Context: an optimization exercise on an open-source flow, tuned for small area, a short achievable clock period and few clock cycles per item. The choices shown serve that exercise and are no tape-out recipe. Where RTL was checked, it was by simulation tests only, not by an equivalence proof against the original.

==> job 4081: inputs <==
==> flow/design.v <==
`timescale 1ns/1ps
module fp_add_stage1 (
    input  logic [31:0] a,
    input  logic [31:0] b,
    input  logic        op,
    output logic [23:0] x,
    output logic [26:0] y,
    output logic [7:0]  e,
    output logic        sub,
    output logic        s,
    output logic [1:0]  cls,
    output logic        is
);
    logic [7:0]  ea, eb;
    logic [22:0] fa, fb;
    logic        sa, sb;
    logic        za, zb;
    logic [23:0] ma, mb;
    logic        maxa, maxb;
    logic        nan_a, nan_b, inf_a, inf_b;
    logic        a_lt;
    logic        mag_eq;
    logic [8:0]  dab, dba;
    logic [7:0]  shift;
    logic [23:0] small_m;
    assign sa = a[31];
    assign sb = b[31] ^ op;
    assign ea = a[30:23];
    assign eb = b[30:23];
    assign fa = a[22:0];
    assign fb = b[22:0];
    assign za = (ea == 8'd0);
    assign zb = (eb == 8'd0);
    assign ma = za ? 24'd0 : {1'b1, fa};
    assign mb = zb ? 24'd0 : {1'b1, fb};
    assign maxa  = (ea == 8'hFF);
    assign maxb  = (eb == 8'hFF);
    assign nan_a = maxa & (fa != 23'd0);
    assign nan_b = maxb & (fb != 23'd0);
    assign inf_a = maxa & (fa == 23'd0);
    assign inf_b = maxb & (fb == 23'd0);
    assign sub    = sa ^ sb;
    assign a_lt   = {ea, fa} < {eb, fb};
    assign mag_eq = {ea, fa} == {eb, fb};
    always_comb begin
        if (nan_a | nan_b | (inf_a & inf_b & sub)) begin
            cls = 2'd3;
        end else if (inf_a | inf_b) begin
            cls = 2'd2;
        end else if ((za & zb) | (sub & mag_eq)) begin
            cls = 2'd1;
        end else begin
            cls = 2'd0;
        end
    end
    assign is = inf_a ? sa : sb;
    assign dab   = {1'b0, ea} - {1'b0, eb};
    assign dba   = {1'b0, eb} - {1'b0, ea};
    assign shift = dab[8] ? dba[7:0] : dab[7:0];
    assign x       = a_lt ? mb : ma;
    assign small_m = a_lt ? ma : mb;
    assign e       = a_lt ? eb : ea;
    assign s       = a_lt ? sb : sa;
    always_comb begin
        logic [49:0] wide;
        wide = {small_m, 26'd0} >> shift[4:0];
        if (shift[7:5] != 3'd0) begin
            y = {26'd0, |small_m};
        end else begin
            y = {wide[49:24], |wide[23:0]};
        end
    end
endmodule
`timescale 1ns/1ps
module fp_add_stage2 (
    input  logic [23:0] x,
    input  logic [26:0] y,
    input  logic [7:0]  e,
    input  logic        sub,
    input  logic        s,
    input  logic [1:0]  cls,
    input  logic        is,
    output logic [31:0] result
);
    logic [27:0] sum;
    logic [22:0] f_frac;
    logic        f_g, f_st, f_rnd;
    logic [9:0]  f_exp;
    logic [30:0] f_inc;
    logic        f_ovf, f_unf;
    logic        near;
    logic [4:0]  lz;
    logic [24:0] n_sh;
    logic [9:0]  n_exp;
    assign sum = sub ? ({1'b0, x, 3'b000} - {1'b0, y}) : ({1'b0, x, 3'b000} + {1'b0, y});
    always_comb begin
        if (sum[27]) begin
            f_frac = sum[26:4];
            f_g    = sum[3];
            f_st   = |sum[2:0];
            f_exp  = {2'b00, e} + 10'd1;
        end else if (sum[26]) begin
            f_frac = sum[25:3];
            f_g    = sum[2];
            f_st   = |sum[1:0];
            f_exp  = {2'b00, e};
        end else begin
            f_frac = sum[24:2];
            f_g    = sum[1];
            f_st   = sum[0];
            f_exp  = {2'b00, e} - 10'd1;
        end
    end
    assign f_rnd = f_g & (f_st | f_frac[0]);
    assign f_inc = {f_exp[7:0], f_frac} + {30'd0, f_rnd};
    assign f_ovf = ~f_exp[9] & (f_exp[8] | (f_exp[7:0] == 8'hFF) | (f_inc[30:23] == 8'hFF));
    assign f_unf = f_exp[9] | (f_inc[30:23] == 8'd0);
    assign near = ~(sum[27] | sum[26] | sum[25]);
    always_comb begin
        lz = 5'd24;
        for (int i = 0; i <= 24; i++) begin
            if (sum[i]) lz = 5'(24 - i);
        end
    end
    assign n_sh  = sum[24:0] << lz;
    assign n_exp = {2'b00, e} - 10'd2 - {5'd0, lz};
    always_comb begin
        if (cls == 2'd3) begin
            result = 32'hFFFF_FFFF;
        end else if (cls == 2'd2) begin
            result = {is, 8'hFF, 23'd0};
        end else if (cls == 2'd1) begin
            result = 32'd0;
        end else if (near) begin
            if (n_exp[9] | (n_exp[7:0] == 8'd0)) begin
                result = {s, 31'd0};
            end else begin
                result = {s, n_exp[7:0], n_sh[23:1]};
            end
        end else if (f_ovf) begin
            result = {s, 8'hFF, 23'd0};
        end else if (f_unf) begin
            result = {s, 31'd0};
        end else begin
            result = {s, f_inc};
        end
    end
endmodule
`timescale 1ns/1ps
module fp_add_top (
    input  logic        sys_clk,
    input  logic        sys_rst_n,
    input  logic [31:0] data1_in,
    input  logic [31:0] data2_in,
    input  logic        op,
    input  logic        trig,
    output logic [31:0] data_out,
    output logic        vld
);
    logic        busy;
    logic        accept;
    logic [23:0] x_d, x_q;         
    logic [26:0] y_d, y_q;         
    logic [7:0]  e_d, e_q;         
    logic        sub_d, sub_q;     
    logic        s_d, s_q;         
    logic [1:0]  cls_d, cls_q;     
    logic        is_d, is_q;       
    logic [31:0] result;
    assign accept = trig & ~busy;
    fp_add_stage1 u_s1 (
        .a   (data1_in),
        .b   (data2_in),
        .op  (op),
        .x   (x_d),
        .y   (y_d),
        .e   (e_d),
        .sub (sub_d),
        .s   (s_d),
        .cls (cls_d),
        .is  (is_d)
    );
    always_ff @(posedge sys_clk) begin
        x_q   <= x_d;
        y_q   <= y_d;
        e_q   <= e_d;
        sub_q <= sub_d;
        s_q   <= s_d;
        cls_q <= cls_d;
        is_q  <= is_d;
    end
    fp_add_stage2 u_s2 (
        .x      (x_q),
        .y      (y_q),
        .e      (e_q),
        .sub    (sub_q),
        .s      (s_q),
        .cls    (cls_q),
        .is     (is_q),
        .result (result)
    );
    always_ff @(posedge sys_clk or negedge sys_rst_n) begin
        if (!sys_rst_n) begin
            busy     <= 1'b0;
            vld      <= 1'b0;
            data_out <= '0;
        end else begin
            busy <= accept;
            vld  <= busy;
            if (busy) begin
                data_out <= result;
            end
        end
    end
endmodule
==> flow/run.sh <==
#!/bin/bash
# synth_recipe.tcl (not shown) runs the flow's synth.tcl, then flattens the netlist and writes it again
# the make line also repeats each setting of config.mk as NAME=value (left out here)
make -C /OpenROAD-flow-scripts/flow DESIGN_CONFIG=/design/flow/config.mk WORK_HOME=/design/flow/orfs CLKGATE_MAP_FILE= SYNTH_SCRIPT=/design/flow/synth_recipe.tcl finish
==> flow/config.mk <==
export PLATFORM = sky130hd
export DESIGN_NAME = fp_add_top
export DESIGN_NICKNAME = fp_add_top
export VERILOG_FILES = /design/flow/design.v
export SDC_FILE = /design/flow/constraint.sdc
export NUM_CORES = 4
export LEC_CHECK = 0
export CAP_MARGIN = 20
export CORE_MARGIN = 2
export CORE_UTILIZATION = 40
export SLEW_MARGIN = 20
==> flow/constraint.sdc <==
create_clock -name core_clock -period 6.0 [get_ports {sys_clk}]
set_input_delay 1.2000 -clock core_clock [delete_from_list [all_inputs] [get_ports {sys_clk}]]
set_output_delay 1.2000 -clock core_clock [all_outputs]
set_load 0.01 [all_outputs]
==> job 5264 (differences from job 4081) <==
--- a/flow/design.v
+++ b/flow/design.v
@@ -4,7 +4,7 @@
     input  logic [31:0] b,
     input  logic        op,
     output logic [23:0] x,
-    output logic [26:0] y,
+    output logic [26:0] y,         
     output logic [7:0]  e,
     output logic        sub,
     output logic        s,
@@ -61,20 +61,24 @@
     assign small_m = a_lt ? ma : mb;
     assign e       = a_lt ? eb : ea;
     assign s       = a_lt ? sb : sa;
-    always_comb begin
-        logic [49:0] wide;
-        wide = {small_m, 26'd0} >> shift[4:0];
-        if (shift[7:5] != 3'd0) begin
-            y = {26'd0, |small_m};
-        end else begin
-            y = {wide[49:24], |wide[23:0]};
-        end
-    end
+    logic [25:0] y_sh;
+    logic [23:0] lost;
+    logic        sticky;
+    logic        far;
+    assign far = shift[7:5] != 3'd0;
+    always_comb begin
+        for (int j = 0; j < 24; j++) begin
+            lost[j] = far | (shift[4:0] > 5'(j + 2));
+        end
+    end
+    assign y_sh   = far ? 26'd0 : ({small_m, 2'b00} >> shift[4:0]);
+    assign sticky = |(small_m & lost);
+    assign y      = {y_sh, sticky} ^ {27{sub}};
 endmodule
 `timescale 1ns/1ps
 module fp_add_stage2 (
     input  logic [23:0] x,
-    input  logic [26:0] y,
+    input  logic [26:0] y,         
     input  logic [7:0]  e,
     input  logic        sub,
     input  logic        s,
@@ -92,7 +96,7 @@
     logic [4:0]  lz;
     logic [24:0] n_sh;
     logic [9:0]  n_exp;
-    assign sum = sub ? ({1'b0, x, 3'b000} - {1'b0, y}) : ({1'b0, x, 3'b000} + {1'b0, y});
+    assign sum = {1'b0, x, 3'b000} + {sub, y} + {27'd0, sub};
     always_comb begin
         if (sum[27]) begin
             f_frac = sum[26:4];
Settings changed: ABC_AREA from default to 1.
==> reports/metrics.cfg <==
[outcome]
status = complete, but fails checks
so_faults = setup timing

[timing]
slew_headroom = 0.3611
setup_viol = 4
fin_crit_sh = 1.011
final.setup.worst_slack_ns = -0.06607

[power]
powerSeq_w = 0.000937

[critical_path]
rrSetupSlack_ns = -0.07
slowest_stage = or4_4

[placed_design]
place_area_um2 = 18040
post-place-ws_ns = -0.2037

[synth]
synth_sequential_area_ratio = 0.1501
ys_top_cells_by_count = nand2_1 (196), nor2_1 (168), o21ai_0 (136)

[global_route]
grt_first_pass_wirelength_um = 91670

[hold_path]
worst_hold_path.endpoint = data_out[26]$_DFFE_PN0P_

Source of the figures above: job 4081

==> reports/metrics.cfg <==
[outcome]
status = finished clean

[critical_path]
slowest_stage = or4_1

[timing]
slew_headroom = 0.3706
final.setup.worst_slack_ns = 0.4926
setup_viol = 0

[synth]
ys_top_cells_by_count = nand2_1 (646), nand3_1 (247), inv_1 (232)
synth_sequential_area_ratio = 0.1674

[global_route]
grt_first_pass_wirelength_um = 76430

[power]
powerSeq_w = 0.000951

[placed_design]
place_area_um2 = 14190

Source of the figures above: job 5264

Testbench counts of job 5264, summed over its fixed seeds: cycles 16,000, items 8,000.
Function not checked in job 4081: the RTL went through the layout flow alone.

## re-timing with driven ports
Ports are ideal in the flow. The routed layouts listed here were re-timed in OpenROAD. Step 1 assumes that a clkbuf_16 drives the clock port and a buf_2 every other input. Step 2 adds t to the input delays and takes it off the output delays; t is the mean of the earliest and latest rising clock arrival at the registers after step 1. Input paths then give back, and output paths get back, about the clock's delay inside the block. a / b / c = ideal ports / drivers / drivers and shift; a / b = the first two.
| run | shift t [ns] | slack for setup (ns) | hold slack, ns | clock arrival spread, ns |
|---|---|---|---|---|
| job 4081 | 0.422 | -0.066 / -0.066 / -0.066 | 0.512 / 0.512 / 0.512 | 0.014 / 0.015 |
| job 5264 | 0.419 | 0.493 / 0.493 / 0.246 | 0.524 / 0.524 / 0.524 | 0.020 / 0.020 |
For job 5264, which loses most, drivers alone change the setup slack by 0.000 ns; drivers and shift together by -0.247 ns.
